This design comes from an exercise in tuning for small area on the open sky130 flow, not from production work.
Only simulation tests tie the RTL to the original design; equivalence was not proved.
Power is estimated from default activity; no workload was simulated.

Setup of build 68:
==> flow/design.v <==
module keccak_squeeze_buf #(
    parameter  int MAX_RATE_LANES = 21,
    localparam int OUT_BUF_SIZE   = 64
) (
    input  logic                         clk_i,
    input  logic                         rst_ni,
    input  logic [4:0][4:0][63:0]        state_i,
    input  logic                         state_valid_i,
    output logic                         state_ready_o,
    input  logic [4:0]                   rate_lanes_i,
    input  logic                         abort_i,
    output logic [OUT_BUF_SIZE-1:0]      dout_o,
    output logic                         dout_valid_o,
    input  logic                         dout_ready_i,
    output logic                         dout_last_o,
    output logic                         busy_o
);
    localparam int NL = MAX_RATE_LANES;
    logic                stream_q;
    logic [NL-1:0]       sel_q;      
    logic [4:0]          rem_q;      
    logic [4:0]          rem_eff;
    logic [NL-1:0][63:0] held_q;
    logic [NL-1:0][63:0] state_lanes;
    logic                load;
    logic                xfer;
    logic                is_last;
    always_comb begin
        rem_eff = rate_lanes_i - 5'd1;
        if (rate_lanes_i == 5'd0)
            rem_eff = 5'd0;
        else if (rate_lanes_i > 5'(NL))
            rem_eff = 5'(NL - 1);
    end
    assign state_lanes = state_i[NL-1:0];
    assign is_last = (rem_q == 5'd0);
    assign load    = !stream_q && state_valid_i && !abort_i;
    assign xfer    = stream_q && dout_ready_i;
    always_ff @(posedge clk_i or negedge rst_ni) begin
        if (!rst_ni) begin
            stream_q <= 1'b0;
            sel_q    <= '0;
            rem_q    <= '0;
        end else if (abort_i || (xfer && is_last)) begin
            stream_q <= 1'b0;
            sel_q    <= '0;
            rem_q    <= '0;
        end else if (load) begin
            stream_q <= 1'b1;
            sel_q    <= NL'(1);
            rem_q    <= rem_eff;
        end else if (xfer) begin
            sel_q    <= {sel_q[NL-2:0], 1'b0};
            rem_q    <= rem_q - 5'd1;
        end
    end
    always_ff @(posedge clk_i) begin
        for (int i = 0; i < NL; i++)
            held_q[i] <= (state_lanes[i] & {64{load}}) | (held_q[i] & {64{stream_q}});
    end
    always_comb begin
        dout_o = '0;
        for (int i = 0; i < NL; i++)
            dout_o = dout_o | (held_q[i] & {64{sel_q[i]}});
    end
    assign state_ready_o = !stream_q;
    assign dout_valid_o  = stream_q;
    assign busy_o        = stream_q;
    assign dout_last_o   = stream_q && is_last;
endmodule
clock: 7.0 ns
lec_check: 0
cap_margin: 20
core_area: 10 10 630 630
die_area: 0 0 640 640
slew_margin: 20
standard.sh (not shown) runs the stock make flow with config.mk's settings and CLKGATE_MAP_FILE= SYNTH_SCRIPT=/design/flow/synth_recipe.tcl, a recipe that flattens the netlist after the stock synthesis.
==> flow/flow/run.sh <==
#!/bin/bash
# Standard ORFS layout, with smaller port buffers and a leaner clock tree.
set -euo pipefail
bash standard.sh \
  'BUFFER_PORTS_ARGS=-buffer_cell sky130_fd_sc_hd__buf_1' \
  'CTS_ARGS=-sink_clustering_enable -repair_clock_nets -dont_use_dummy_load -buf_list {sky130_fd_sc_hd__clkbuf_4 sky130_fd_sc_hd__clkbuf_8}' \
  finish > standard.log 2>&1
Build 68 finished all stages; the layout is clean.
## Diff of input files: build 76 against build 68
==> flow/run.sh (new file) <==
#!/bin/bash
# synth_recipe.tcl (not shown) runs the flow's synth.tcl, then flattens the netlist and writes it again
# the make line also repeats each setting of config.mk as NAME=value (left out here)
make -C /OpenROAD-flow-scripts/flow DESIGN_CONFIG=/design/flow/config.mk WORK_HOME=/design/flow/orfs CLKGATE_MAP_FILE= SYNTH_SCRIPT=/design/flow/synth_recipe.tcl finish
removed: flow/flow/run.sh
removed: flow/standard.sh
==> notes.md <==
- The run showing the smaller number of diodes is build 76.
- A end point of the critical path of dout_o[43] is what build 76 shows, while dout_o[21] belongs to build 68.
- Data arrival time of the critical path, build 76 and build 68: lower on build 68
- Per the comparison of build 76 with build 68, post-layout worst setup margin lower, non-clock buffer count roughly the same.
- A timing startpoint of the critical path of sel_q[1] is what build 68 shows, while sel_q[12] belongs to build 76.
- When the final numbers for build 76 and build 68 were put side by side, the utilization turned out to be greater in build 76.
- Re count of multi-input gates: no difference whatsoever between build 68 and build 76.
- Compare build 76 and build 68 | clock share of power higher: build 76

* * *

== red ==
Another version of the RTL of keccak_squeeze_buf (not shown whole).
For scale: about 1400 flip-flops, about 1700 I/O pins, ~44000 sq um of cells after synthesis.
export LEC_CHECK = 0
export CAP_MARGIN = 5
export CORE_AREA = 10 10 430 430
export DIE_AREA = 0 0 440 440
export PLACE_DENSITY = 0.8
export SLEW_MARGIN = 5
export SYNTH_HIERARCHICAL = 1
export SYNTH_MINIMUM_KEEP_SIZE = 0
create_clock -name core_clock -period 7.0 [get_ports {clk_i}]
==> flow/flow/run.sh <==
#!/bin/bash
# Standard ORFS layout, with smaller port buffers, a leaner clock tree and pins one track
# apart. The clock pin goes in the middle of the bottom edge with the other pins kept 4 um
# away, so its wire has room next to the densely packed pins.
set -euo pipefail
DIEW=$(grep -E '^export DIE_AREA' config.mk | awk '{print $6}')
MID=$(python3 -c "print(int(float('$DIEW') / 2))")
CLKX=$(python3 -c "print('%.2f' % (0.23 + 0.46 * round(($MID - 0.23) / 0.46)))")
echo "place_pin -pin_name clk_i -layer met2 -location {$CLKX 0} -force_to_die_boundary" > io_pre.tcl
bash standard.sh \
  'BUFFER_PORTS_ARGS=-buffer_cell sky130_fd_sc_hd__buf_1' \
  "PRE_IO_PLACEMENT_TCL=$PWD/io_pre.tcl" \
  "PLACE_PINS_ARGS=-min_distance 1 -min_distance_in_tracks -exclude bottom:$((MID-4))-$((MID+4))" \
  'CTS_ARGS=-sink_clustering_enable -repair_clock_nets -dont_use_dummy_load -sink_clustering_size 16 -sink_clustering_max_diameter 60 -buf_list {sky130_fd_sc_hd__clkbuf_4 sky130_fd_sc_hd__clkbuf_8}' \
  finish > standard.log 2>&1
red: full flow OK, the timing, design-rule and antenna checks passed
--- input diff red..blue ---
Settings: PLACE_DENSITY now 0.75, was 0.8; DIE_AREA now 0 0 580 580, was 0 0 440 440; SLEW_MARGIN now 20, was 5; CAP_MARGIN now 20, was 5; CORE_AREA now 10 10 570 570, was 10 10 430 430.
==> flow/flow/run.sh <==
#!/bin/bash
# Standard ORFS layout, with smaller port buffers and a leaner clock tree.
set -euo pipefail
bash standard.sh \
  'BUFFER_PORTS_ARGS=-buffer_cell sky130_fd_sc_hd__buf_1' \
  'CTS_ARGS=-sink_clustering_enable -repair_clock_nets -dont_use_dummy_load -sink_clustering_size 24 -sink_clustering_max_diameter 40 -buf_list {sky130_fd_sc_hd__clkbuf_4 sky130_fd_sc_hd__clkbuf_8}' \
  finish > standard.log 2>&1
==> notes.md <==
Number of instances in the placed design (blue over red): increase, 1906. The wire length number comes out higher for blue vs red. blue ends up with lower core utilization of the finished layout than red does. Global-route usage ended up 6.9 points lower on blue than on red. Sort red and blue by tightest slew margin relative to the limit asc -> top: red. Comparing red and blue, logic gate share of total power is lower on blue. [blue] met3 layer usage reported by global route fell 0.58 points relative to red. Relative to red, proportion of cell area occupied by multi-input gates has decreased by 1.9 points in blue. [compare] base=red new=blue: switching power of the nets went up; arrival time at the worst endpoint saw an increase.

* * *

build 5:
Starting RTL as in the previous note.
## keccak_squeeze_buf
module keccak_squeeze_buf #(
    parameter  int MAX_RATE_LANES = 21,
    localparam int OUT_BUF_SIZE   = 64
) (
    input  logic                         clk_i,
    input  logic                         rst_ni,
    input  logic [4:0][4:0][63:0]        state_i,
    input  logic                         state_valid_i,
    output logic                         state_ready_o,
    input  logic [4:0]                   rate_lanes_i,
    input  logic                         abort_i,
    output logic [OUT_BUF_SIZE-1:0]      dout_o,
    output logic                         dout_valid_o,
    input  logic                         dout_ready_i,
    output logic                         dout_last_o,
    output logic                         busy_o
);
    localparam int NL = MAX_RATE_LANES;
    logic                stream_q;   
    logic                idle_q;     
    logic                pol_q;      
    logic [4:0]          cnt_q;      
    logic [4:0]          last_q;     
    logic [4:0]          last_eff;
    logic [NL-1:0]       sel;        
    logic [NL-1:0][63:0] held_q;
  ...
clock: 7.0 ns
lec_check: 0
cap_margin: 20
core_area: 10 10 390 390
die_area: 0 0 400 400
place_density: 0.8
slew_margin: 20
synth_hierarchical: 1
synth_minimum_keep_size: 0
==> flow/flow/run.sh <==
#!/bin/bash
# Standard ORFS layout, with smaller port buffers, a leaner clock tree and pins one track
# apart. The clock pin goes in the middle of the bottom edge with the other pins kept 4 um
# away, so its wire has room next to the densely packed pins.
set -euo pipefail
DIEW=$(grep -E '^export DIE_AREA' config.mk | awk '{print $6}')
MID=$(python3 -c "print(int(float('$DIEW') / 2))")
CLKX=$(python3 -c "print('%.2f' % (0.23 + 0.46 * round(($MID - 0.23) / 0.46)))")
echo "place_pin -pin_name clk_i -layer met2 -location {$CLKX 0} -force_to_die_boundary" > io_pre.tcl
bash standard.sh \
  'BUFFER_PORTS_ARGS=-buffer_cell sky130_fd_sc_hd__buf_1' \
  "PRE_IO_PLACEMENT_TCL=$PWD/io_pre.tcl" \
  "PLACE_PINS_ARGS=-min_distance 1 -min_distance_in_tracks -exclude bottom:$((MID-4))-$((MID+4))" \
  'CTS_ARGS=-sink_clustering_enable -repair_clock_nets -dont_use_dummy_load -sink_clustering_size 16 -sink_clustering_max_diameter 60 -buf_list {sky130_fd_sc_hd__clkbuf_4 sky130_fd_sc_hd__clkbuf_8}' \
  finish > standard.log 2>&1
Build 5: aborted in 5_1_grt (tool error)
The following lists how build 78 was set up differently from build 5:
Settings: CORE_AREA now 10 10 430 430, was 10 10 390 390; DIE_AREA now 0 0 440 440, was 0 0 400 400.
--- outcome ---
Build 78: flow completed, timing, DRC and antenna clean
What build 78 reported for number of rows in the core area has to be multiplied by 0.903 to get the figure for build 5.
In the tables for build 78 and build 5, detailed-placement wirelength estimate reads lower with build 5.
Compared with build 5, in build 78 die extent in y higher, horizontal die dimension rose about 10%.
Taking build 5 as the reference, in build 78 post-placement worst setup slack now sits lower; flip-flop and latch count after synthesis level.
Build 5 -> build 78: area after synthesis delta 0, exact match
Diff build 78..build 5 | post-synthesis share of cell area spent on full adders, half adders and majority gates | negligible
Build 78 vs build 5 — weighted congestion reported at the end of routability-driven placement dropped by a few percent
[inputs] build 16 vs build 78
Settings: PLACE_DENSITY: 0.8 -> unset.
Compared to build 78, build 16 has peak fanout along the critical path 46 lower. Build 78 → build 16: antenna diode count went down, cell count after placement essentially unchanged.

==> afterwards: timing with drivers on the ports <==
The results above use ideal ports. As a check the final layouts listed here were re-extracted and re-timed, cells and wires unchanged.
Step 1 (the two cells are an assumption about what drives the block):
set clk [get_ports {clk_i}]
set_driving_cell -lib_cell sky130_fd_sc_hd__clkbuf_16 $clk
set_driving_cell -lib_cell sky130_fd_sc_hd__buf_2 [delete_from_list [all_inputs] $clk]
Step 2 also shifts input and output timing later by t, the mid clock arrival at the registers, as if the neighbouring blocks saw the same clock.
a / b / c = ideal ports / drivers / drivers and shift; a / b = the first two.
run | t (ns) | setup slack, ns | latest minus earliest clock arrival (ns) | slew at the worst register clock pin (ns)
build 68 | 1.044 | 1.877 / 1.787 / 2.831 | 0.124 / 0.124 | 0.06 / 0.06
build 76 | 0.956 | 1.533 / 1.439 / 2.395 | 0.072 / 0.072 | 0.07 / 0.07
red | 0.938 | 0.764 / 0.709 / 1.647 | 0.138 / 0.137 | 0.11 / 0.11
blue | 1.002 | 0.165 / 0.091 / 1.092 | 0.168 / 0.167 | 0.10 / 0.10
build 78 | 0.902 | 0.683 / 0.626 / 1.529 | 0.167 / 0.167 | 0.11 / 0.11
build 16 | 0.919 | 0.893 / 0.834 / 1.753 | 0.129 / 0.129 | 0.11 / 0.11
After both steps setup and hold are still met in every run listed.
